What follows belongs to an exercise in optimizing a design on an open flow for small area; a production flow would make more cautious choices.
At most, simulation tests tie the RTL to the original design; equivalence was not proved.
The RTL of run 1 was laid out without a check of its function.
Power and IR drop assume default switching activity.

### flow/design.v
package fir_acc_pkg;
  localparam int SAMPLE_W = 12;
  localparam int TAP_W    = 12;
  localparam int PROD_W   = SAMPLE_W + TAP_W;
  localparam int ACC_W    = 26;
  localparam int MAX_TAPS = 8;
  localparam int NMUL     = MAX_TAPS / 2;
  localparam int NTAPS_W  = 4;
  localparam int LEN_W    = 16;
  localparam int FIFO_DEPTH = 16;
  localparam int FIFO_AW    = $clog2(FIFO_DEPTH);
  localparam int ADDR_W  = 12;
  localparam int WADDR_W = 5;
  localparam logic [WADDR_W-1:0] ADDR_SAMPLE = 5'd1;
  localparam logic [WADDR_W-1:0] ADDR_RESULT = 5'd2;
  localparam logic [WADDR_W-1:0] ADDR_COUNT  = 5'd4;
  localparam logic [WADDR_W-1:0] ADDR_STATUS = 5'd5;
  localparam logic [WADDR_W-1:0] ADDR_NTAPS  = 5'd6;
  localparam logic [WADDR_W-1:0] ADDR_TAP0   = 5'd7;
  localparam logic [WADDR_W-1:0] ADDR_LENGTH = 5'd16;
  localparam logic [31:0] UNMAPPED_READ = 32'hFFFF_FFFF;
  typedef enum logic [1:0] {
    IDLE  = 2'd0,
    RUN   = 2'd1,
    DRAIN = 2'd2
  } seq_state_t;
endpackage
`timescale 1ns/1ps
module apb_fir_regs (
  input  logic                            i_clk,
  input  logic                            i_reset,
  input  logic [fir_acc_pkg::ADDR_W-1:0]  i_paddr,
  input  logic [31:0]                     i_pwdata,
  input  logic                            i_pwrite,
  input  logic                            i_psel,
  input  logic                            i_penable,
  input  logic [fir_acc_pkg::ACC_W-1:0]   i_fifo_data,
  input  logic                            i_fifo_empty,
  input  logic                            i_fifo_full,
  input  logic                            i_busy,
  input  logic                            i_init,
  output logic [31:0]                     o_prdata,
  output logic                            o_pop,
  output logic [fir_acc_pkg::MAX_TAPS-1:0][fir_acc_pkg::TAP_W-1:0] o_cfg_taps,
  output logic [fir_acc_pkg::NTAPS_W-1:0]                          o_cfg_ntaps,
  output logic [fir_acc_pkg::LEN_W-1:0]                            o_cfg_length,
  output logic                                                     o_sample_acc,
  output logic [fir_acc_pkg::SAMPLE_W-1:0]                         o_cfg_sample,
  output logic                                                     o_cfg_sample_wr
);
  logic [fir_acc_pkg::WADDR_W-1:0]                          waddr;
  logic                                                     wr_access;
  logic                                                     rd_access;
  logic [fir_acc_pkg::MAX_TAPS-1:0][fir_acc_pkg::TAP_W-1:0] taps;
  logic [fir_acc_pkg::NTAPS_W-1:0]                          ntaps;
  logic [fir_acc_pkg::LEN_W-1:0]                            length;
  logic [fir_acc_pkg::SAMPLE_W-1:0]                         sample;
  logic                                                     sample_wr;
  logic [31:0]                                              count;
  logic                                                     res_big;
  logic [31:0]                                              count_inc;
  fir_inc #(.N(32)) u_count_inc (.i_a(count), .o_s(count_inc));
  assign waddr     = i_paddr[fir_acc_pkg::WADDR_W+1:2];
  assign wr_access = i_psel & i_penable & i_pwrite;
  assign rd_access = i_psel & i_penable & ~i_pwrite;
  logic setup_sample;
  always_ff @(posedge i_clk or posedge i_reset)
  begin
    if (i_reset)
      setup_sample <= 1'b0;
    else
      setup_sample <= i_psel & ~i_penable & i_pwrite & (waddr == fir_acc_pkg::ADDR_SAMPLE);
  end
  assign o_sample_acc = wr_access & (waddr == fir_acc_pkg::ADDR_SAMPLE);
  assign o_pop = rd_access & (waddr == fir_acc_pkg::ADDR_RESULT);
  always_ff @(posedge i_clk or posedge i_reset)
  begin
    if (i_reset)
      sample_wr <= 1'b0;
    else
      sample_wr <= wr_access & (waddr == fir_acc_pkg::ADDR_SAMPLE);
  end
  always_ff @(posedge i_clk)
  begin
    if (i_init)
    begin
      taps   <= '0;
      ntaps  <= fir_acc_pkg::NTAPS_W'(fir_acc_pkg::MAX_TAPS);
      length <= fir_acc_pkg::LEN_W'(1);
      count  <= '0;
    end
    else if (wr_access)
    begin
      case (waddr)
        fir_acc_pkg::ADDR_SAMPLE: count  <= count_inc;
        fir_acc_pkg::ADDR_NTAPS:  ntaps  <= i_pwdata[fir_acc_pkg::NTAPS_W-1:0];
        fir_acc_pkg::ADDR_LENGTH: length <= i_pwdata[fir_acc_pkg::LEN_W-1:0];
        default: ;
      endcase
      for (int k = 0; k < fir_acc_pkg::MAX_TAPS; k++)
      begin
        if (waddr == fir_acc_pkg::ADDR_TAP0 + k)
          taps[k] <= i_pwdata[fir_acc_pkg::TAP_W-1:0];
      end
    end
  end
  always_ff @(posedge i_clk)
    sample <= i_pwdata[fir_acc_pkg::SAMPLE_W-1:0];
  assign o_cfg_taps      = taps;
  assign o_cfg_ntaps     = ntaps;
  assign o_cfg_length    = length;
  assign o_cfg_sample    = sample;
  assign o_cfg_sample_wr = sample_wr;
  assign res_big = i_fifo_data[fir_acc_pkg::ACC_W-1] & ~|i_fifo_data[fir_acc_pkg::ACC_W-2:0];
  always_comb
  begin
    o_prdata = fir_acc_pkg::UNMAPPED_READ;
    case (waddr)
      fir_acc_pkg::ADDR_RESULT:
        o_prdata = {{(32-fir_acc_pkg::ACC_W){i_fifo_data[fir_acc_pkg::ACC_W-1] & ~res_big}},
                    i_fifo_data};
      fir_acc_pkg::ADDR_COUNT:  o_prdata = count;
      fir_acc_pkg::ADDR_STATUS: o_prdata = {29'd0, i_busy, i_fifo_full, i_fifo_empty};
      fir_acc_pkg::ADDR_NTAPS:  o_prdata = 32'(ntaps);
      fir_acc_pkg::ADDR_LENGTH: o_prdata = 32'(length);
      default: ;
    endcase
    for (int k = 0; k < fir_acc_pkg::MAX_TAPS; k++)
    begin
      if (waddr == fir_acc_pkg::ADDR_TAP0 + k)
        o_prdata = {{(32-fir_acc_pkg::TAP_W){taps[k][fir_acc_pkg::TAP_W-1]}}, taps[k]};
    end
  end
endmodule
`timescale 1ns/1ps
module fir_seq_fsm (
  input  logic                           i_clk,
  input  logic                           i_reset,
  input  logic                           i_input_done,
  input  logic                           i_drain_done,
  input  logic [fir_acc_pkg::NTAPS_W-1:0] i_cfg_ntaps,
  input  logic                           i_cfg_sample_wr,
  output logic                           o_ce,
  output logic                           o_flush,
  output logic                           o_busy
);
  fir_acc_pkg::seq_state_t state;
  fir_acc_pkg::seq_state_t state_nxt;
  always_ff @(posedge i_clk or posedge i_reset)
  begin
    if (i_reset)
      state <= fir_acc_pkg::IDLE;
    else
      state <= state_nxt;
  end
  always_comb
  begin
    state_nxt = state;
    case (state)
      fir_acc_pkg::IDLE, fir_acc_pkg::RUN:
      begin
        if (i_input_done)
          state_nxt = (i_cfg_ntaps == fir_acc_pkg::NTAPS_W'(1)) ? fir_acc_pkg::IDLE
                                                               : fir_acc_pkg::DRAIN;
        else if (i_cfg_sample_wr)
          state_nxt = fir_acc_pkg::RUN;
      end
      fir_acc_pkg::DRAIN:
      begin
        if (i_drain_done)
          state_nxt = fir_acc_pkg::IDLE;
      end
      default: state_nxt = fir_acc_pkg::IDLE;
    endcase
  end
  assign o_flush = (state == fir_acc_pkg::DRAIN);
  assign o_ce    = o_flush | i_cfg_sample_wr;
  assign o_busy  = (state != fir_acc_pkg::IDLE);
endmodule
`timescale 1ns/1ps
module fir_rca #(parameter int N = 16) (
  input  logic [N-1:0] i_a,
  input  logic [N-1:0] i_b,
  input  logic         i_c,
  output logic [N-1:0] o_s
);
  logic [N:0] c;
  assign c[0] = i_c;
  for (genvar i = 0; i < N; i++)
  begin : g_bit
    assign o_s[i]   = (i_a[i] ^ c[i]) ^ i_b[i];
    assign c[i+1]   = (i_a[i] & i_b[i]) | (c[i] & (i_a[i] | i_b[i]));
  end
endmodule
module fir_inc #(parameter int N = 16) (
  input  logic [N-1:0] i_a,
  output logic [N-1:0] o_s
);
  logic [N:0] c;
  assign c[0] = 1'b1;
  for (genvar i = 0; i < N; i++)
  begin : g_bit
    assign o_s[i] = i_a[i] ^ c[i];
    assign c[i+1] = i_a[i] & c[i];
  end
endmodule
module fir_step_counter (
  input  logic                            i_clk,
  input  logic                            i_reset,
  input  logic                            i_ce,
  input  logic                            i_flush,
  input  logic                            i_init,
  input  logic [fir_acc_pkg::NTAPS_W-1:0] i_cfg_ntaps,
  input  logic [fir_acc_pkg::LEN_W-1:0]   i_cfg_length,
  output logic                            o_input_done,
  output logic                            o_drain_done,
  output logic                            o_last_drain_q
);
  localparam int N = fir_acc_pkg::LEN_W;
  logic [N-1:0] count;
  logic [N-1:0] count_inc;
  logic [N-1:0] count_nxt;
  logic [N-1:0] last_drain;
  logic [4:0]   ntaps_m2;
  logic         last_q;
  fir_inc #(.N(N)) u_inc (.i_a(count), .o_s(count_inc));
  assign ntaps_m2 = {1'b0, i_cfg_ntaps} + 5'b11110;
  fir_rca #(.N(N)) u_last (.i_a(i_cfg_length), .i_b({{(N-5){ntaps_m2[4]}}, ntaps_m2}),
                           .i_c(1'b0), .o_s(last_drain));
  assign o_input_done = i_ce & ~i_flush & (count_inc == i_cfg_length);
  assign o_drain_done = i_ce & (count == last_drain);
  always_comb
  begin
    if (i_init | o_drain_done)
      count_nxt = '0;
    else if (i_ce)
      count_nxt = count_inc;
    else
      count_nxt = count;
  end
  always_ff @(posedge i_clk)
  begin
    count  <= count_nxt;
    last_q <= (count_nxt == last_drain);
  end
  assign o_last_drain_q = last_q;
endmodule
`timescale 1ns/1ps
module fir_tap_chain (
  input  logic                             i_clk,
  input  logic                             i_reset,
  input  logic                             i_ce,
  input  logic                             i_flush,
  input  logic                             i_init,
  input  logic                             i_drain_done,
  input  logic                             i_sample_acc,
  input  logic [fir_acc_pkg::MAX_TAPS-1:0][fir_acc_pkg::TAP_W-1:0] i_cfg_taps,
  input  logic [fir_acc_pkg::NTAPS_W-1:0]                          i_cfg_ntaps,
  input  logic [fir_acc_pkg::SAMPLE_W-1:0]                         i_cfg_sample,
  input  logic                                                     i_cfg_sample_wr,
  output logic [fir_acc_pkg::ACC_W-1:0]    o_result
);
  localparam int W    = fir_acc_pkg::ACC_W;
  localparam int WS   = W - 1;
  localparam int NDIG = fir_acc_pkg::SAMPLE_W / 2;
  logic [fir_acc_pkg::SAMPLE_W-1:0] x;
  logic [NDIG-1:0]                  neg, one, two;
  logic [fir_acc_pkg::TAP_W-1:0]    tsel [fir_acc_pkg::NMUL];
  localparam int NC = 2;
  logic [W-1:0]  acc1, acc2, acc3, acc4, acc5;
  logic [WS-1:0] acc6, acc7;
  logic [NC-1:0] cy1, cy2, cy3, cy4, cy5, cy6, cy7;
  logic [W-1:0]  opa0, opa1, opa2;
  logic [WS-1:0] opa3;
  logic [NC-1:0] opc0, opc1, opc2, opc3;
  logic [W-1:0]  mac0, mac1, mac2;
  logic [WS-1:0] mac3;
  logic [NC-1:0] macc0, macc1, macc2, macc3;
  logic          flush_q;
  logic          clear;
  logic          a_ok;
  logic          b_ok;
  logic          hold;
  logic          shift;
  assign clear = (flush_q & ~i_flush) | i_init;
  assign shift = i_ce & ~clear;
  assign hold  = ~i_ce & ~clear;
  assign a_ok = i_sample_acc & ~(i_flush & ~i_drain_done);
  assign b_ok = i_cfg_sample_wr & ~i_flush & ~clear;
  assign x = {fir_acc_pkg::SAMPLE_W{a_ok | b_ok}} & i_cfg_sample;
  always_comb
  begin
    for (int j = 0; j < NDIG; j++)
    begin
      logic x2, x1, x0;
      x2 = x[2*j+1];
      x1 = x[2*j];
      x0 = (j == 0) ? 1'b0 : x[2*j-1];
      neg[j] = x2;
      one[j] = x1 ^ x0;
      two[j] = (x2 & ~x1 & ~x0) | (~x2 & x1 & x0);
    end
  end
  always_comb
  begin
    for (int m = 0; m < fir_acc_pkg::NMUL; m++)
    begin
      if (i_cfg_sample_wr)
        tsel[m] = (2*m+1 < i_cfg_ntaps) ? i_cfg_taps[2*m+1] : '0;
      else
        tsel[m] = (2*m   < i_cfg_ntaps) ? i_cfg_taps[2*m]   : '0;
    end
  end
  assign opa0 = ({W{shift}} & acc2) | ({W{hold}} & acc1);
  assign opa1 = ({W{shift}} & acc4) | ({W{hold}} & acc3);
  assign opa2 = ({W{shift}} & {acc6[WS-1], acc6}) | ({W{hold}} & acc5);
  assign opa3 = {WS{hold}} & acc7;
  assign opc0 = ({NC{shift}} & cy2) | ({NC{hold}} & cy1);
  assign opc1 = ({NC{shift}} & cy4) | ({NC{hold}} & cy3);
  assign opc2 = ({NC{shift}} & cy6) | ({NC{hold}} & cy5);
  assign opc3 = {NC{hold}} & cy7;
  fir_mac #(.W(W))  u_mac0 (.i_a(opa0), .i_ac(opc0), .i_t(tsel[0]), .i_neg(neg), .i_one(one), .i_two(two),
                     .o_y(mac0), .o_yc(macc0));
  fir_mac #(.W(W))  u_mac1 (.i_a(opa1), .i_ac(opc1), .i_t(tsel[1]), .i_neg(neg), .i_one(one), .i_two(two),
                     .o_y(mac1), .o_yc(macc1));
  fir_mac #(.W(W))  u_mac2 (.i_a(opa2), .i_ac(opc2), .i_t(tsel[2]), .i_neg(neg), .i_one(one), .i_two(two),
                     .o_y(mac2), .o_yc(macc2));
  fir_mac #(.W(WS)) u_mac3 (.i_a(opa3), .i_ac(opc3), .i_t(tsel[3]), .i_neg(neg), .i_one(one), .i_two(two),
                     .o_y(mac3), .o_yc(macc3));
  always_ff @(posedge i_clk or posedge i_reset)
  begin
    if (i_reset)
      flush_q <= 1'b0;
    else
      flush_q <= i_flush;
  end
  always_ff @(posedge i_clk)
  begin
    acc1 <= mac0;
    acc3 <= mac1;
    acc5 <= mac2;
    acc7 <= mac3;
    cy1  <= macc0;
    cy3  <= macc1;
    cy5  <= macc2;
    cy7  <= macc3;
    if (clear)
    begin
      acc2 <= '0;
      acc4 <= '0;
      acc6 <= '0;
      cy2  <= '0;
      cy4  <= '0;
      cy6  <= '0;
    end
    else if (i_ce)
    begin
      acc2 <= acc3;
      acc4 <= acc5;
      acc6 <= acc7;
      cy2  <= cy3;
      cy4  <= cy5;
      cy6  <= cy7;
    end
  end
  fir_rca #(.N(W-9)) u_res (.i_a(acc1[W-1:9]), .i_b((W-9)'({cy1[1], 8'd0, cy1[0]})), .i_c(1'b0),
                            .o_s(o_result[W-1:9]));
  assign o_result[8:0] = acc1[8:0];
endmodule
module fir_mac #(parameter int W = fir_acc_pkg::ACC_W) (
  input  logic [W-1:0]                       i_a,
  input  logic [1:0]                         i_ac,
  input  logic [fir_acc_pkg::TAP_W-1:0]      i_t,
  input  logic [fir_acc_pkg::SAMPLE_W/2-1:0] i_neg,
  input  logic [fir_acc_pkg::SAMPLE_W/2-1:0] i_one,
  input  logic [fir_acc_pkg::SAMPLE_W/2-1:0] i_two,
  output logic [W-1:0]                       o_y,
  output logic [1:0]                         o_yc
);
  localparam int TW   = fir_acc_pkg::TAP_W;
  localparam int NDIG = fir_acc_pkg::SAMPLE_W / 2;
  localparam logic [W-1:0] K = W'(-32'sh555000);
  logic [W-1:0] row [NDIG];
  logic [W-1:0] krow;
  always_comb
  begin
    for (int j = 0; j < NDIG; j++)
    begin
      logic [TW:0] pp;
      for (int i = 0; i <= TW; i++)
      begin
        logic ti, tl;
        ti = (i == TW) ? i_t[TW-1] : i_t[i];
        tl = (i == 0)  ? 1'b0      : i_t[i-1];
        pp[i] = ((i_one[j] & ti) | (i_two[j] & tl)) ^ i_neg[j];
      end
      pp[TW] = ~pp[TW];
      row[j] = W'(pp) << (2*j);
      if (j > 0)
        row[j][2*j-2] = i_neg[j-1];
    end
    krow = K;
    krow[2*NDIG-2] = i_neg[NDIG-1];
    krow[9]  = i_ac[0];
    krow[18] = i_ac[1];
  end
  logic [W-1:0] s1, c1, s2, c2, s3, c3, s4, c4, s5, c5, s6, c6;
  fir_csa #(.N(W)) u_csa1 (.i_a(i_a),  .i_b(row[0]), .i_c(row[1]), .o_s(s1), .o_c(c1));
  fir_csa #(.N(W)) u_csa2 (.i_a(row[2]), .i_b(row[3]), .i_c(row[4]), .o_s(s2), .o_c(c2));
  fir_csa #(.N(W)) u_csa3 (.i_a(s1), .i_b(c1), .i_c(s2), .o_s(s3), .o_c(c3));
  fir_csa #(.N(W)) u_csa4 (.i_a(c2), .i_b(row[5]), .i_c(krow), .o_s(s4), .o_c(c4));
  fir_csa #(.N(W)) u_csa5 (.i_a(s3), .i_b(c3), .i_c(s4), .o_s(s5), .o_c(c5));
  fir_csa #(.N(W)) u_csa6 (.i_a(s5), .i_b(c5), .i_c(c4), .o_s(s6), .o_c(c6));
  fir_rca_co #(.N(9))    u_cpa0 (.i_a(s6[8:0]),    .i_b(c6[8:0]),    .o_s(o_y[8:0]),    .o_c(o_yc[0]));
  fir_rca_co #(.N(9))    u_cpa1 (.i_a(s6[17:9]),   .i_b(c6[17:9]),   .o_s(o_y[17:9]),   .o_c(o_yc[1]));
  fir_rca #(.N(W-18))    u_cpa2 (.i_a(s6[W-1:18]), .i_b(c6[W-1:18]), .i_c(1'b0), .o_s(o_y[W-1:18]));
endmodule
module fir_csa #(parameter int N = 26) (
  input  logic [N-1:0] i_a,
  input  logic [N-1:0] i_b,
  input  logic [N-1:0] i_c,
  output logic [N-1:0] o_s,
  output logic [N-1:0] o_c
);
  logic [N-1:0] maj;
  assign o_s = (i_a ^ i_c) ^ i_b;
  assign maj = (i_a & i_b) | (i_c & (i_a | i_b));
  assign o_c = {maj[N-2:0], 1'b0};
endmodule
module fir_rca_co #(parameter int N = 9) (
  input  logic [N-1:0] i_a,
  input  logic [N-1:0] i_b,
  output logic [N-1:0] o_s,
  output logic         o_c
);
  logic [N:0] c;
  assign c[0] = 1'b0;
  for (genvar i = 0; i < N; i++)
  begin : g_bit
    assign o_s[i]   = (i_a[i] ^ c[i]) ^ i_b[i];
    assign c[i+1]   = (i_a[i] & i_b[i]) | (c[i] & (i_a[i] | i_b[i]));
  end
  assign o_c = c[N];
endmodule
`timescale 1ns/1ps
module result_fifo (
  input  logic                            i_clk,
  input  logic                            i_reset,
  input  logic                            i_step,
  input  logic [fir_acc_pkg::ACC_W-1:0]   i_data,
  input  logic                            i_pop,
  output logic [fir_acc_pkg::ACC_W-1:0]   o_data,
  output logic                            o_empty,
  output logic                            o_full
);
  logic [fir_acc_pkg::ACC_W-1:0] mem [fir_acc_pkg::FIFO_DEPTH];
  logic [fir_acc_pkg::FIFO_AW:0] wr_ptr;
  logic [fir_acc_pkg::FIFO_AW:0] rd_ptr;
  logic [fir_acc_pkg::FIFO_AW:0] wr_nxt;
  logic [fir_acc_pkg::FIFO_AW:0] rd_nxt;
  logic                          pend;
  logic                          full_nxt;
  logic                          we;
  assign o_empty = (wr_ptr == rd_ptr);
  assign o_full  = (wr_ptr[fir_acc_pkg::FIFO_AW] != rd_ptr[fir_acc_pkg::FIFO_AW]) &&
                   (wr_ptr[fir_acc_pkg::FIFO_AW-1:0] == rd_ptr[fir_acc_pkg::FIFO_AW-1:0]);
  assign wr_nxt = wr_ptr + pend;
  assign rd_nxt = rd_ptr + (i_pop & ~o_empty);
  assign full_nxt = (wr_nxt[fir_acc_pkg::FIFO_AW] != rd_nxt[fir_acc_pkg::FIFO_AW]) &&
                    (wr_nxt[fir_acc_pkg::FIFO_AW-1:0] == rd_nxt[fir_acc_pkg::FIFO_AW-1:0]);
  assign we = i_step & ~full_nxt;
  assign o_data = mem[rd_ptr[fir_acc_pkg::FIFO_AW-1:0]];
  always_ff @(posedge i_clk or posedge i_reset)
  begin
    if (i_reset)
    begin
      wr_ptr <= '0;
      rd_ptr <= '0;
      pend   <= 1'b0;
    end
    else
    begin
      wr_ptr <= wr_nxt;
      rd_ptr <= rd_nxt;
      pend   <= we;
    end
  end
  always_ff @(posedge i_clk)
  begin
    if (we)
      mem[wr_nxt[fir_acc_pkg::FIFO_AW-1:0]] <= i_data;
  end
endmodule
`timescale 1ns/1ps
module apb_fir_acc (
  input  logic                           i_clk,
  input  logic                           i_reset,
  input  logic [fir_acc_pkg::ADDR_W-1:0] i_paddr,
  input  logic [31:0]                    i_pwdata,
  input  logic                           i_pwrite,
  input  logic                           i_psel,
  input  logic                           i_penable,
  output logic [31:0]                    o_prdata,
  output logic                           o_pready,
  output logic                           o_pslverr
);
  logic [fir_acc_pkg::ACC_W-1:0]    fifo_data;
  logic [fir_acc_pkg::ACC_W-1:0]    chain_result;
  logic                             fifo_empty;
  logic                             fifo_full;
  logic                             busy;
  logic                             pop;
  logic                             ce;
  logic                             flush;
  logic                             input_done;
  logic                             drain_done;
  logic                             last_drain_q;
  logic                             sample_acc;
  logic                             init;
  always_ff @(posedge i_clk or posedge i_reset)
  begin
    if (i_reset)
      init <= 1'b1;
    else
      init <= 1'b0;
  end
  logic [fir_acc_pkg::MAX_TAPS-1:0][fir_acc_pkg::TAP_W-1:0] cfg_taps;
  logic [fir_acc_pkg::NTAPS_W-1:0]                          cfg_ntaps;
  logic [fir_acc_pkg::LEN_W-1:0]                            cfg_length;
  logic [fir_acc_pkg::SAMPLE_W-1:0]                         cfg_sample;
  logic                                                     cfg_sample_wr;
  assign o_pready  = 1'b1;
  assign o_pslverr = 1'b0;
  apb_fir_regs u_regs (
    .i_clk(i_clk), .i_reset(i_reset), .i_paddr(i_paddr), .i_pwdata(i_pwdata),
    .i_pwrite(i_pwrite), .i_psel(i_psel), .i_penable(i_penable),
    .i_fifo_data(fifo_data), .i_fifo_empty(fifo_empty), .i_fifo_full(fifo_full),
    .i_busy(busy), .i_init(init), .o_prdata(o_prdata), .o_pop(pop), .o_cfg_taps(cfg_taps),
    .o_cfg_ntaps(cfg_ntaps), .o_cfg_length(cfg_length), .o_sample_acc(sample_acc),
    .o_cfg_sample(cfg_sample), .o_cfg_sample_wr(cfg_sample_wr)
  );
  fir_seq_fsm u_fsm (
    .i_clk(i_clk), .i_reset(i_reset), .i_input_done(input_done),
    .i_drain_done(drain_done), .i_cfg_ntaps(cfg_ntaps), .i_cfg_sample_wr(cfg_sample_wr),
    .o_ce(ce), .o_flush(flush), .o_busy(busy)
  );
  fir_step_counter u_step_cnt (
    .i_clk(i_clk), .i_reset(i_reset), .i_ce(ce), .i_flush(flush), .i_init(init),
    .i_cfg_ntaps(cfg_ntaps), .i_cfg_length(cfg_length),
    .o_input_done(input_done), .o_drain_done(drain_done),
    .o_last_drain_q(last_drain_q)
  );
  fir_tap_chain u_tap_chain (
    .i_clk(i_clk), .i_reset(i_reset), .i_ce(ce), .i_flush(flush), .i_init(init),
    .i_drain_done(last_drain_q), .i_sample_acc(sample_acc),
    .i_cfg_taps(cfg_taps), .i_cfg_ntaps(cfg_ntaps),
    .i_cfg_sample(cfg_sample), .i_cfg_sample_wr(cfg_sample_wr),
    .o_result(chain_result)
  );
  result_fifo u_fifo (
    .i_clk(i_clk), .i_reset(i_reset), .i_step(ce), .i_data(chain_result),
    .i_pop(pop), .o_data(fifo_data), .o_empty(fifo_empty), .o_full(fifo_full)
  );
endmodule
### flow/run.sh
#!/bin/bash
# synth_recipe.tcl (not shown) runs the flow's synth.tcl, then flattens the netlist and writes it again
# the make line also repeats each setting of config.mk as NAME=value (left out here)
make -C /OpenROAD-flow-scripts/flow DESIGN_CONFIG=/design/flow/config.mk WORK_HOME=/design/flow/orfs CLKGATE_MAP_FILE= SYNTH_SCRIPT=/design/flow/synth_recipe.tcl finish
### flow/config.mk
export PLATFORM = sky130hd
export DESIGN_NAME = apb_fir_acc
export DESIGN_NICKNAME = apb_fir_acc
export VERILOG_FILES = /design/flow/design.v
export SDC_FILE = /design/flow/constraint.sdc
export NUM_CORES = 4
export LEC_CHECK = 0
export CAP_MARGIN = 20
export CORE_MARGIN = 2
export CORE_UTILIZATION = 40
export CTS_CLUSTER_DIAMETER = 70
export CTS_CLUSTER_SIZE = 30
export PLACE_DENSITY = 0.6
export SLEW_MARGIN = 20
### flow/constraint.sdc
create_clock -name core_clock -period 10.0 [get_ports {i_clk}]
set_input_delay 2.0000 -clock core_clock [delete_from_list [all_inputs] [get_ports {i_clk}]]
set_output_delay 2.0000 -clock core_clock [all_outputs]
set_load 0.01 [all_outputs]
==> results of run 1 <==
==> flip-flops by register name (all words and copies together), names as in the netlist, 4 cells and up <==
register,count
u_tap_chain.acc1,26
u_tap_chain.acc3,26
u_tap_chain.acc2,26
u_fifo.wr_ptr,5
u_fifo.mem,416
u_regs.length,16
u_regs.ntaps,4
u_fifo.rd_ptr,5
u_tap_chain.acc6,25
u_tap_chain.acc4,26
u_regs.sample,12
u_regs.count,32
u_regs.taps,96
u_tap_chain.acc5,26
u_tap_chain.acc7,25
u_step_cnt.count,16
==> cells by family after synthesis <==
group | count (synthesis) | share of synthesized area
mux | 149 | 0.0527
compound gates | 924 | 0.130
other cells | 2 | 0.000156
simple gates | 716 | 0.0630
fa+ha+maj | 566 | 0.200
flops | 803 | 0.422
buf+inv | 745 | 0.0603
xor+xnor | 393 | 0.0715
==> per-layer routing <==
metal | up-vias | global-route usage | wire length [µm]
met5 | - | 0 | 30
met4 | 4 | 0.0627 | 3900
met3 | 211 | 0.0315 | 9390
met2 | 1192 | 0.359 | 63300
met1 | 16800 | 0.307 | 58500
li1 | 15000 | - | -
==> cell usage in the layout, fill, tap and decap left out, types with 9 or more instances in the layout <==
cell	count
nor2b_1	10
o22ai_1	239
nor3_1	9
nand2_1	436
mux4_2	83
edfxtp_1	416
nand4_1	9
inv_1	424
a21oi_1	216
ha_1	228
nor2_4	16
xnor2_1	265
clkbuf_16	56
xor2_1	128
a221oi_1	38
fa_1	338
nand3_1	44
mux2i_1	59
o21ai_0	67
dfrtp_1	13
buf_4	148
a22o_1	170
a22oi_1	125
a221o_1	15
nor2_1	103
clkdlybuf4s50_1	57
buf_12	14
and2_1	22
dfxtp_1	369
nor4_1	15
clkinv_16	11
and3_1	9
==> power groups by stage <==
stage	logic, mW	registers [mW]	clock network [mW]
after floorplan	1.09	3.88	0
after global placement	1.49	3.97	0
after detailed placement	1.52	3.97	0
after CTS	1.54	3.90	2.76
after global routing	1.73	3.91	2.88
final	1.49	3.89	2.71
==> cell type report <==
type	instances	share of cell area
Timing Repair Buffer	227	0.0408
Clock inverter	44	0.0148
Sequential cell	803	0.380
Antenna cell	2	0.0000935
Tap cell	1612	0.0377
Inverter	428	0.0300
Multi-Input combinational cell	2751	0.470
Clock buffer	61	0.0267
==> cells in the mapped netlist, types with 13 or more instances <==
master,count,area share
a21oi_1,218,0.023
a221o_1,15,0.0031
a221oi_1,38,0.0069
a22o_1,171,0.031
a22oi_1,126,0.020
and2_1,22,0.0029
buf_1,24,0.0019
buf_2,41,0.0043
buf_4,13,0.0020
clkbuf_1,238,0.019
dfrtp_1,15,0.0078
dfxtp_1,371,0.15
edfxtp_1,416,0.26
fa_1,338,0.14
ha_1,228,0.059
inv_1,424,0.033
mux2i_1,59,0.012
mux4_2,83,0.039
nand2_1,445,0.035
nand3_1,44,0.0046
nor2_1,120,0.0094
nor4_1,16,0.0021
o21ai_0,67,0.0070
o22ai_1,239,0.031
xnor2_1,265,0.048
xor2_1,128,0.023
==> worst max-delay path, stage by stage <==
cell and delay [ns]:
clkdlybuf4s50_1 0.55, nor3b_1 0.40, nand3_1 0.19, o21ai_0 0.16, a22o_2 0.31, buf_12 0.20
nand2_2 0.21, buf_12 0.26, o22ai_1 0.18, xor2_1 0.21, fa_1 0.47, fa_1 0.48
fa_1 0.53, fa_1 0.54, inv_1 0.04, ha_1 0.19, fa_1 0.38, fa_1 0.40
fa_1 0.39, fa_1 0.39, fa_1 0.39, fa_1 0.36, inv_1 0.07, fa_1 0.18
fa_1 0.41, inv_1 0.06
==> worst paths after layout <==
kind	end	slack [ns]	startpoint	cells past startpoint
hold reg to reg	u_tap_chain.acc2[0]	0.45	u_tap_chain.acc3[0]	1
setup / recovery	u_tap_chain.acc1[17]	0.64	i_paddr[3]	26
min in group asynchronous	u_fifo.rd_ptr[3]	1.75	i_reset	2
hold / removal	u_tap_chain.acc2[0]	0.45	u_tap_chain.acc3[0]	1
max in group asynchronous	u_fifo.rd_ptr[0]	7.62	i_reset	2
setup reg to reg	u_step_cnt.last_q	1.39	u_regs.ntaps[0]	27
==> through the flow <==
stage          power [mW]  TNS, ns   util
2_1_floorplan        4.97        0      -
3_3_place_gp         5.46        0  0.426
3_5_place_dp         5.50  -0.0480  0.428
4_1_cts              8.19        0  0.447
5_1_grt              8.53        0  0.447
6_report             8.09        0  0.447
==> metrics.md, run 1 <==
| Metric | Value |
|---|---|
| Outcome | `complete, no violations` |
| CP required | `about 11 ns` |
| Post-DP HPWL | `approximately 95000 µm` |
| Die Span Y | `351 µm` |
| Fmax | `about 0.11 GHz` |
| Max-slew violations | `0` |
| Initial antenna violation count | `3` |
| Pin count of the biggest net entering global routing | `95` |
| Leak Pwr | `about 20 nW` |
| # Post-CTS Setup Buffers | `0` |
| Final Critical Period | `9.36 ns` |
| P_int | `5.59 mW` |
| Post-Syn Instances | `between 4000 and 5000` |
| Syn_area_per_cell | `11.2 µm²` |
| Synthesized area | `0.0481 mm²` |
| Rows | `127` |
| Post-synthesis sequential area ratio | `0.422` |
| Via/cell ratio | `5.60` |
| Count of cell types in the netlist | `75` |
| Finish-stage setup viols | `0` |
| Peak VDD IR | `about 160 µV` |
| Area after DPL | `0.0513 mm²` |
| Unrepaired setup endpoints after global routing | `no` |
| Starting Density | `0.402` |
| Num CTS Buffers | `56` |
| Worst setup margin | `about 0.64 ns` |
| # port buffers | `57` |
| Hold crit path type | `reg2reg` |
| Worst Path Arrival | `9.96 ns` |
| TritonCTS Sinks | `803` |
| Clock Latency Late Sink | `0.74 ns` |
| Post-route ant nets | `0` |
| Clock-pin slew on the worst setup and hold paths | `0.10 ns` |
| Fraction of registers with async set/reset | `0.0199` |
| WL/cell | `roughly 23 µm` |
| Hold-fix buffers at CTS | `0` |
| DP Cell Count | `5820` |
| Crit path max fanout | `23` |
| Max Root-Sink Buffers | `3` |
| Final period utilization | `0.936` |
| Fin area | `0.0535 mm²` |
| Clk network pwr share | `0.335` |
| I/O Pins | `just over 80` |
| Critical Path Source Type | `primary input` |
| Yosys reg bits | `803` |
| Post-CTS Resized | `0` |
| Storage cell area | `0.0203 mm²` |
| Net Sw Frac | `0.309` |
| H-tree levels | `2` |
| WS Path Type | `in2reg` |
| Core area | `around 0.12 mm²` |
| CP endpoint kind | `flop` |
| Drt first-iter violations | `3250` |
| DRT Wirelength | `135000 µm` |
| Slew HR | `0.200` |
| Post-layout nets | `4882` |
| Reg power frac | `0.481` |
| PwrDens | `151 mW/mm²` |
| Synth warnings | `14` |
| Hold Violations, Final | `0` |
| Grt total ovfl | `0` |
| Via count | `about 33000` |
| Slew @ Worst Pin | `1.20 ns` |
| Multi-input gate area | `0.0252 mm²` |
| Combinational Power Share | `0.185` |
| Tot GR Track Use | `0.220` |
| Predominant post-synthesis flop cell | `edfxtp_1` |
| Die X | `351 µm` |
| Skew final | `between 0.09 and 0.1 ns` |
| CTS Root Cell | `clkbuf_16` |
| Die footprint | `approximately 0.12 mm²` |
| Share of cells above drive strength 1 | `0.0962` |
| Area growth from synthesis to layout | `11.2%` |
| Hold Slack | `between 0.4 and 0.5 ns` |
| First drt pass iteration count | `5` |
| Drt drc | `0` |
| First-pass GRT wire length | `207000 µm` |
| Max Cap Viol | `0` |
| Non-Filler Instances | `5928` |
| CTS tree | `done` |
| Vias in the first global route | `33400` |
| Post-synth EDFFs | `416` |
| GP Congestion | `0.877` |
| Total of fill cells in the finished design | `11100` |
| Worst slack, placed | `-0.0480 ns` |
| Switching pwr | `approximately 2.5 mW` |
==> run 2: changes to the inputs <==
--- a/flow/design.v
+++ b/flow/design.v
@@ -63,14 +63,6 @@
   assign waddr     = i_paddr[fir_acc_pkg::WADDR_W+1:2];
   assign wr_access = i_psel & i_penable & i_pwrite;
   assign rd_access = i_psel & i_penable & ~i_pwrite;
-  logic setup_sample;
-  always_ff @(posedge i_clk or posedge i_reset)
-  begin
-    if (i_reset)
-      setup_sample <= 1'b0;
-    else
-      setup_sample <= i_psel & ~i_penable & i_pwrite & (waddr == fir_acc_pkg::ADDR_SAMPLE);
-  end
   assign o_sample_acc = wr_access & (waddr == fir_acc_pkg::ADDR_SAMPLE);
   assign o_pop = rd_access & (waddr == fir_acc_pkg::ADDR_RESULT);
   always_ff @(posedge i_clk or posedge i_reset)
@@ -78,7 +70,7 @@
     if (i_reset)
       sample_wr <= 1'b0;
     else
-      sample_wr <= wr_access & (waddr == fir_acc_pkg::ADDR_SAMPLE);
+      sample_wr <= o_sample_acc;
   end
   always_ff @(posedge i_clk)
   begin
==> flow/config.mk (replaced) <==
export PLATFORM = sky130hd
export DESIGN_NAME = apb_fir_acc
export DESIGN_NICKNAME = apb_fir_acc
export VERILOG_FILES = /design/flow/design.v
export SDC_FILE = /design/flow/constraint.sdc
export NUM_CORES = 4
export LEC_CHECK = 0
export CAP_MARGIN = 10
export CORE_MARGIN = 2
export CORE_UTILIZATION = 60
export CTS_CLUSTER_DIAMETER = 70
export CTS_CLUSTER_SIZE = 30
export PLACE_DENSITY = 0.7
export SLEW_MARGIN = 10
==> metrics.md, run 2 <==
| Metric | Value |
|---|---|
| Outcome | `complete, no violations` |
| Grt total ovfl | `0 (unchanged)` |
| TritonCTS Sinks | `803 (unchanged)` |
| Post-Syn Instances | `4369 (+1.7%)` |
| HP Start | `u_tap_chain.acc3[6]` |
| Core area | `0.0807 mm² (-33%)` |
| Pin count of the biggest net entering global routing | `97 (+2.1%)` |
| Die X | `290 µm (-17%)` |
| Unrepaired setup endpoints after global routing | `no` |
| Count of cell types in the netlist | `82 (+9.3%)` |
| Vias in the first global route | `33700 (+0.87%)` |
| First-pass GRT wire length | `202000 µm (-2.2%)` |
| Worst Path Arrival | `9.93 ns (-0.03 ns)` |
| CTS tree | `done` |
| Most frequent cell after synthesis | `nand2_1` |
| Post-synth EDFFs | `416 (unchanged)` |
| Clock Latency Late Sink | `0.66 ns (-0.08 ns)` |
| Worst reg-to-reg path cell count | `27 (unchanged)` |
| # port buffers | `57 (unchanged)` |
| Met3 WL post-DR | `11600 µm (+24%)` |
| # Post-CTS Setup Buffers | `0 (unchanged)` |
| WHS Endpoint | `u_tap_chain.acc2[6]` |
| Fraction of registers with async set/reset | `0.0199 (unchanged)` |
| Rows | `104 (-18%)` |
| Top sig layer | `met4` |
| Skew final | `0.0402 ns (-0.0531 ns)` |
| Hold crit path type | `reg2reg` |
| Via/cell ratio | `6.33 (+13%)` |
| Top post-synthesis cells by count | `451 x nand2_1, 428 x inv_1, 416 x edfxtp_1` |
| Max Root-Sink Buffers | `3 (unchanged)` |
| Post-layout nets | `4876 (-0.12%)` |
| CTS Root Cell | `clkbuf_16` |
| Multi-input gate area | `0.0258 mm² (+2.6%)` |
| Die footprint | `0.0838 mm² (-32%)` |
| RR Endpoint | `u_step_cnt.last_q` |
| Post-synthesis sequential area ratio | `0.415 (-0.00677)` |
| Die Span Y | `290 µm (-17%)` |
| Clock-pin slew on the worst setup and hold paths | `0.11 ns (about the same)` |
| Drt first-iter violations | `3498 (+7.6%)` |
| Slew HR | `0.0949 (-0.105)` |
| Via count | `34000 (+2.3%)` |
| Post-route ant nets | `0 (unchanged)` |
| Worst flop-to-flop path startpoint | `u_regs.ntaps[0]` |
| Fmax | `0.107 GHz (+0.10%)` |
| Setup TNS | `0 ns (unchanged)` |
| Starting Density | `0.606 (+0.204)` |
| Yosys reg bits | `803 (unchanged)` |
| Final Critical Period | `9.35 ns (-0.00976 ns)` |
| Predominant post-synthesis flop cell | `edfxtp_1` |
| Hold Violations, Final | `0 (unchanged)` |
| Final period utilization | `0.935 (-0.000977)` |
| PwrDens | `148 mW/mm² (-2.1%)` |
| Post-synth top area cell | `edfxtp_1` |
| Storage cell area | `0.0203 mm² (about the same)` |
| Finish-stage setup viols | `0 (unchanged)` |
| Max-slew violations | `0 (unchanged)` |
| Crit path max fanout | `23 (unchanged)` |
| Synth warnings | `14 (unchanged)` |
| WHS Path Cells | `1 (unchanged)` |
| Tot GR Track Use | `0.318 (+0.0975)` |
| GP Congestion | `0.923 (+5.3%)` |
| Synth area leaders | `edfxtp_1 26%, dfxtp_1 15%, fa_1 14%` |
| Post-DP HPWL | `89900 µm (-5.3%)` |
| Max reg flops | `416 (unchanged)` |
| First drt pass iteration count | `6 (+1)` |
| Syn_area_per_cell | `11.2 µm² (about the same)` |
| CP endpoint kind | `flop` |
| H-tree levels | `2 (unchanged)` |
| Most frequent cells in the layout | `451 x nand2_1, 428 x inv_1, 416 x edfxtp_1` |
| WS Path Type | `in2reg` |
| Hold-fix buffers at CTS | `0 (unchanged)` |
| Share of cells above drive strength 1 | `0.0821 (-0.0141)` |
| DRT met1 WL | `53200 µm (-9.0%)` |
| Initial antenna violation count | `1 (-2)` |
| Num CTS Buffers | `49 (-13%)` |
| Tot Pwr | `7.76 mW (-4.0%)` |
| Post-CTS Resized | `0 (unchanged)` |
| Synthesized area | `0.0489 mm² (+1.6%)` |
| CP required | `10.58 ns (-0.02 ns)` |
| Total of fill cells in the finished design | `6206 (-44%)` |
| Most common library cell in the layout ignoring fill and taps | `nand2_1` |
| Slew @ Worst Pin | `1.34 ns (+0.141 ns)` |
| WL/cell | `24.6 µm (+7.8%)` |
| Max Cap Viol | `0 (unchanged)` |
| Leak Pwr | `19.5 nW (-0.94%)` |
| DRT Wirelength | `132000 µm (-2.4%)` |
| Metal2 WL | `62100 µm (-2.0%)` |
| Drt drc | `0 (unchanged)` |
| I/O Pins | `83 (unchanged)` |
| R2R Setup Slk | `0.97 ns (-0.42 ns)` |
| Critical Path Source Type | `primary input` |
| Area growth from synthesis to layout | `7.24%` |
| Peak VDD IR | `146 µV (-10%)` |
| Share of the synthesized area in the top cell type | `0.255 (-0.00416)` |
## run 2: cell count changes in the layout (fill, tap and decap cells not counted), sizes merged, moves of 13 or more
| cell | before | now |
|---|---|---|
| o21ai | 71 | 99 |
| a21oi | 218 | 231 |
| o22ai | 239 | 25 |
| buf | 170 | 113 |
| mux4 | 83 | 103 |
| a221oi | 38 | 15 |
| mux2i | 59 | 15 |
| a22oi | 126 | 296 |
| nor3 | 11 | 38 |
| nor2 | 121 | 153 |
## run 2: how the worst max path moves through the flow
stage / slack, ns / startpoint / endpoint / cells after the start
final: 0.65 / i_pwrite / u_tap_chain.acc1[17] / 25
after global routing: 0.40 / i_pwrite / u_tap_chain.acc5[17] / 25
after CTS: 0.65 / i_pwrite / u_tap_chain.acc1[17] / 25
after detailed placement: 0.02 / i_pwrite / u_tap_chain.acc5[17] / 25
after global placement: 0.19 / i_pwrite / u_tap_chain.acc3[17] / 25
after floorplan: 0.88 / i_paddr[2] / u_tap_chain.acc7[17] / 25
## run 2: where the power goes
group          internal (mW)  switching (mW)
Sequential              3.76           0.109
Combinational          0.606           0.877
Clock                   1.07            1.35
## run 2: worst max-delay path, stage by stage
cell	delay (ns)
clkdlybuf4s50_1	0.51
and3_1	0.26
buf_4	0.22
nand4_1	0.20
o2bb2ai_4	0.38
nor2_4	0.39
buf_12	0.23
a22oi_1	0.10
xnor2_1	0.23
fa_1	0.47
fa_1	0.53
fa_1	0.53
fa_1	0.54
inv_1	0.04
ha_1	0.20
fa_1	0.38
fa_1	0.38
fa_1	0.40
fa_1	0.40
fa_1	0.39
fa_1	0.38
inv_1	0.09
fa_1	0.18
fa_1	0.41
inv_1	0.06
## run 2: kinds of logic after synthesis
| group | synth area share |
|---|---|
| adders and majority gates | 0.197 |
| DFF | 0.415 |
| and+or+nand+nor | 0.0713 |
| AOI/OAI and AO/OA | 0.133 |
| buffers and inverters | 0.0625 |
| xor gates and xnor gates | 0.0691 |
| other | 0.000153 |
| muxes | 0.0521 |
## run 2: routing by layer
| layer | vias up | track usage |
|---|---|---|
| met3 | 286 | 0.0477 |
| met1 | 17000 | 0.446 |
| met2 | 1647 | 0.511 |
| met5 | - | 0 |
| li1 | 15000 | - |
| met4 | 0 | 0.108 |
## run 2: cell type report
type                    instances  share of cell area
flip-flops and latches        803               0.388
clock buffers                  58              0.0248
repair buffers                170              0.0292
multi-input cells            2806               0.492
inverters                     431              0.0308
clock inverters                34              0.0102
well taps                    1060              0.0253
diodes                          1           0.0000477
## run 2: metrics by stage
stage          hold WS, ns  instance area, µm²  setup slack (ns)  instances  utilization
2_1_floorplan        0.434               48900             0.883       4370            -
3_3_place_gp         0.453               50600             0.189       5270        0.627
3_5_place_dp         0.458               50600            0.0211       5270        0.627
4_1_cts              0.471               52500             0.653       5362        0.650
5_1_grt              0.480               52500             0.396       5362        0.650
6_report             0.469               52500             0.652       5363        0.650
==> run 3: changes to the inputs <==
--- a/flow/config.mk
+++ b/flow/config.mk
@@ -5,10 +5,10 @@
 export SDC_FILE = /design/flow/constraint.sdc
 export NUM_CORES = 4
 export LEC_CHECK = 0
-export CAP_MARGIN = 10
+export CAP_MARGIN = 20
 export CORE_MARGIN = 2
 export CORE_UTILIZATION = 60
 export CTS_CLUSTER_DIAMETER = 70
 export CTS_CLUSTER_SIZE = 30
 export PLACE_DENSITY = 0.7
-export SLEW_MARGIN = 10
+export SLEW_MARGIN = 20
==> metrics.md, run 3 <==
| Metric | Value |
|---|---|
| Drt first-iter violations | `3615 (+3.3%)` |
| Combinational Power Share | `0.191 (about the same)` |
| Slowest cell on crit path | `fa_1` |
| Starting Density | `0.606 (unchanged)` |
| Hold-fix buffers at CTS | `0 (unchanged)` |
| P_int | `5.43 mW (about the same)` |
| Net Sw Frac | `0.301 (about the same)` |
| Die X | `290 µm (unchanged)` |
| Finish-stage setup viols | `0 (unchanged)` |
| H-tree levels | `2 (unchanged)` |
| Unrepaired setup endpoints after global routing | `no` |
| Pin count of the biggest net entering global routing | `97 (unchanged)` |
| Clk network pwr share | `0.311 (about the same)` |
| Via count | `34100 (+0.34%)` |
| Clock Latency Late Sink | `0.66 ns (about the same)` |
| WL/cell | `24.6 µm (about the same)` |
| Post-synth EDFFs | `416 (unchanged)` |
| Share of cells above drive strength 1 | `0.0825 (+0.000465)` |
| Max reg flops | `416 (unchanged)` |
| Hold crit path type | `reg2reg` |
| Synth area leaders | `edfxtp_1 26%, dfxtp_1 15%, fa_1 14%` |
| Synth warnings | `14 (unchanged)` |
| Syn_area_per_cell | `11.2 µm² (unchanged)` |
| Most frequent cell after synthesis | `nand2_1` |
| Top post-synthesis cells by count | `451 x nand2_1, 428 x inv_1, 416 x edfxtp_1` |
| CTS tree | `done` |
| Post-synth top area cell | `edfxtp_1` |
| Ant. Diodes | `0 (-1)` |
| Worst Path Arrival | `9.96 ns (+0.03 ns)` |
| Share of the synthesized area in the top cell type | `0.255 (unchanged)` |
| Slew HR | `0.196 (+0.101)` |
| Setup TNS | `0 ns (unchanged)` |
| Via/cell ratio | `6.36 (+0.35%)` |
| PwrDens | `148 mW/mm² (about the same)` |
| Fin area | `0.0525 mm² (about the same)` |
| Count of cell types in the netlist | `82 (unchanged)` |
| DRT Wirelength | `132000 µm (about the same)` |
| Critical Path Source Type | `primary input` |
| Post-DP HPWL | `89900 µm (unchanged)` |
| Switching pwr | `2.33 mW (-0.11%)` |
| Hold Slack | `0.465 ns (-0.00394 ns)` |
| Core area | `0.0807 mm² (unchanged)` |
| Critical Path Max Stage Delay | `0.54 ns (about the same)` |
| Num CTS Buffers | `49 (unchanged)` |
| Most common library cell in the layout ignoring fill and taps | `nand2_1` |
| Die footprint | `0.0838 mm² (unchanged)` |
| Initial antenna violation count | `1 (unchanged)` |
| Hold Violations, Final | `0 (unchanged)` |
| Vias in the first global route | `33700 (unchanged)` |
| Max Cap Viol | `0 (unchanged)` |
| WS Path Type | `in2reg` |
| Rows | `104 (unchanged)` |
| I/O Pins | `83 (unchanged)` |
| Post-layout nets | `4876 (unchanged)` |
| TritonCTS Sinks | `803 (unchanged)` |
| GP Congestion | `0.923 (unchanged)` |
| Post-CTS Resized | `0 (unchanged)` |
| Post-synthesis sequential area ratio | `0.415 (unchanged)` |
| Fmax | `0.107 GHz (-0.31%)` |
| CTS Root Cell | `clkbuf_16` |
| CP endpoint kind | `flop` |
| Skew final | `0.0398 ns (-0.000399 ns)` |
| Drt drc | `0 (unchanged)` |
| Post-Syn Instances | `4369 (unchanged)` |
| Synthesized area | `0.0489 mm² (unchanged)` |
| Area growth from synthesis to layout | `7.27% (about the same)` |
| Buf/Inv on CP | `6 (unchanged)` |
| Final period utilization | `0.938 (+0.00286)` |
| Crit path max fanout | `23 (unchanged)` |
| Tot GR Track Use | `0.318 (unchanged)` |
| # Post-CTS Setup Buffers | `0 (unchanged)` |
| Outcome | `complete, no violations` |
| Clock-pin slew on the worst setup and hold paths | `0.11 ns (about the same)` |
| Grt total ovfl | `0 (unchanged)` |
| # port buffers | `57 (unchanged)` |
| Cell mode on critical path | `fa_1` |
| Final Critical Period | `9.38 ns (+0.0286 ns)` |
| Predominant post-synthesis flop cell | `edfxtp_1` |
| Area after DPL | `0.0506 mm² (unchanged)` |
| Max Root-Sink Buffers | `3 (unchanged)` |
| Peak VDD IR | `146 µV (about the same)` |
| Max-slew violations | `0 (unchanged)` |
| Most frequent cells in the layout | `451 x nand2_1, 428 x inv_1, 416 x edfxtp_1` |
| Fraction of registers with async set/reset | `0.0199 (unchanged)` |
| Yosys reg bits | `803 (unchanged)` |
| CP required | `10.58 ns (about the same)` |
| Die Span Y | `290 µm (unchanged)` |
| Reg power frac | `0.498 (about the same)` |
| First drt pass iteration count | `6 (unchanged)` |
| Cell family with most CP delay | `adder cells` |
| First-pass GRT wire length | `202000 µm (unchanged)` |
| Slew @ Worst Pin | `1.18 ns (-0.165 ns)` |
| Leak Pwr | `19.5 nW (about the same)` |
| Post-route ant nets | `0 (unchanged)` |
## run 3: cell counts after synthesis
No cell type changed its count.
## run 3: logic make-up (layout without fill, tap and decap cells)
| group | Yosys count | count (layout) | synth area share |
|---|---|---|---|
| buf+inv | 761 | 693 | 0.0625 |
| flops | 803 | 803 | 0.415 |
| fa+ha+maj | 566 | 566 | 0.197 |
| xor+xnor | 386 | 386 | 0.0691 |
| mux | 120 | 120 | 0.0521 |
| compound gates | 932 | 932 | 0.133 |
| simple gates | 799 | 799 | 0.0713 |
| other cells | 2 | 3 | 0.000153 |
## run 3: per-stage QoR
stage / power (mW) / setup slack, ns / utilization / instances
2_1_floorplan: 4.97 / 0.883 / - / 4370
3_3_place_gp: 5.38 / 0.189 / 0.627 / 5270
3_5_place_dp: 5.44 / 0.0211 / 0.627 / 5270
4_1_cts: 7.81 / 0.653 / 0.650 / 5362
5_1_grt: 8.14 / 0.396 / 0.651 / 5362
6_report: 7.76 / 0.623 / 0.651 / 5362
## run 3: routing by layer
layer	part of all wire	vias up	GRT usage
met2	0.47	1668	0.511
li1	-	15000	-
met1	0.41	17200	0.446
met5	0	-	0
met4	0.035	0	0.108
met3	0.085	273	0.0477
## run 3: cell type report
type | instances | area, µm²
Clock buffer | 58 | 1300
Clock inverter | 34 | 537
Fill cell | 6204 | 28200
Inverter | 431 | 1620
Multi-Input combinational cell | 2806 | 25800
Sequential cell | 803 | 20300
Tap cell | 1060 | 1330
Timing Repair Buffer | 170 | 1530
## run 3: final timing paths
| kind | start | endpoint | slack [ns] | cells after the start |
|---|---|---|---|---|
| max reg2reg | u_regs.ntaps[0] | u_step_cnt.last_q | 0.97 | 26 |
| min reg2reg | u_tap_chain.acc3[6] | u_tap_chain.acc2[6] | 0.46 | 1 |
| min in group asynchronous | i_reset | u_fifo.wr_ptr[0] | 1.78 | 2 |
| max | i_pwrite | u_tap_chain.acc1[17] | 0.62 | 25 |
| min | u_tap_chain.acc3[6] | u_tap_chain.acc2[6] | 0.46 | 1 |
| max in group asynchronous | i_reset | u_fifo.rd_ptr[1] | 7.65 | 2 |
## run 3: power groups by stage
stage               clock, mW  sequential [mW]  combinational, mW
finish                   2.41             3.87               1.48
global route             2.54             3.88               1.73
CTS                      2.43             3.87               1.51
detailed placement          0             3.94               1.50
global placement            0             3.94               1.44
floorplan                   0             3.88               1.09

## port drivers added, routing unchanged
Ports are ideal in the flow. The routed layouts listed here were re-timed in OpenROAD.
Step 1, drivers: a clkbuf_16 drives i_clk and a buf_2 each remaining input, both assumed.
Step 2 adds t to the input delays and takes it off the output delays; t is the mean of the earliest and latest rising clock arrival at the registers after step 1. Input paths then give back, and output paths get back, about the clock's delay inside the block.
a / b / c = ideal ports / drivers / drivers and shift; a / b = the first two.
run | shift t [ns] | setup slack, ns | worst setup path at the end | latest minus earliest clock arrival (ns)
run 1 | 0.760 | 0.642 / 0.670 / -0.090 | input to register | 0.096 / 0.096
run 2 | 0.712 | 0.652 / 0.694 / -0.018 | input to register | 0.046 / 0.046
run 3 | 0.712 | 0.623 / 0.663 / -0.050 | input to register | 0.044 / 0.045
Met with ideal ports but missed after step 2: setup timing in every run listed. For run 1, which loses most, drivers alone change the setup slack by +0.028 ns; drivers and shift together by -0.732 ns.
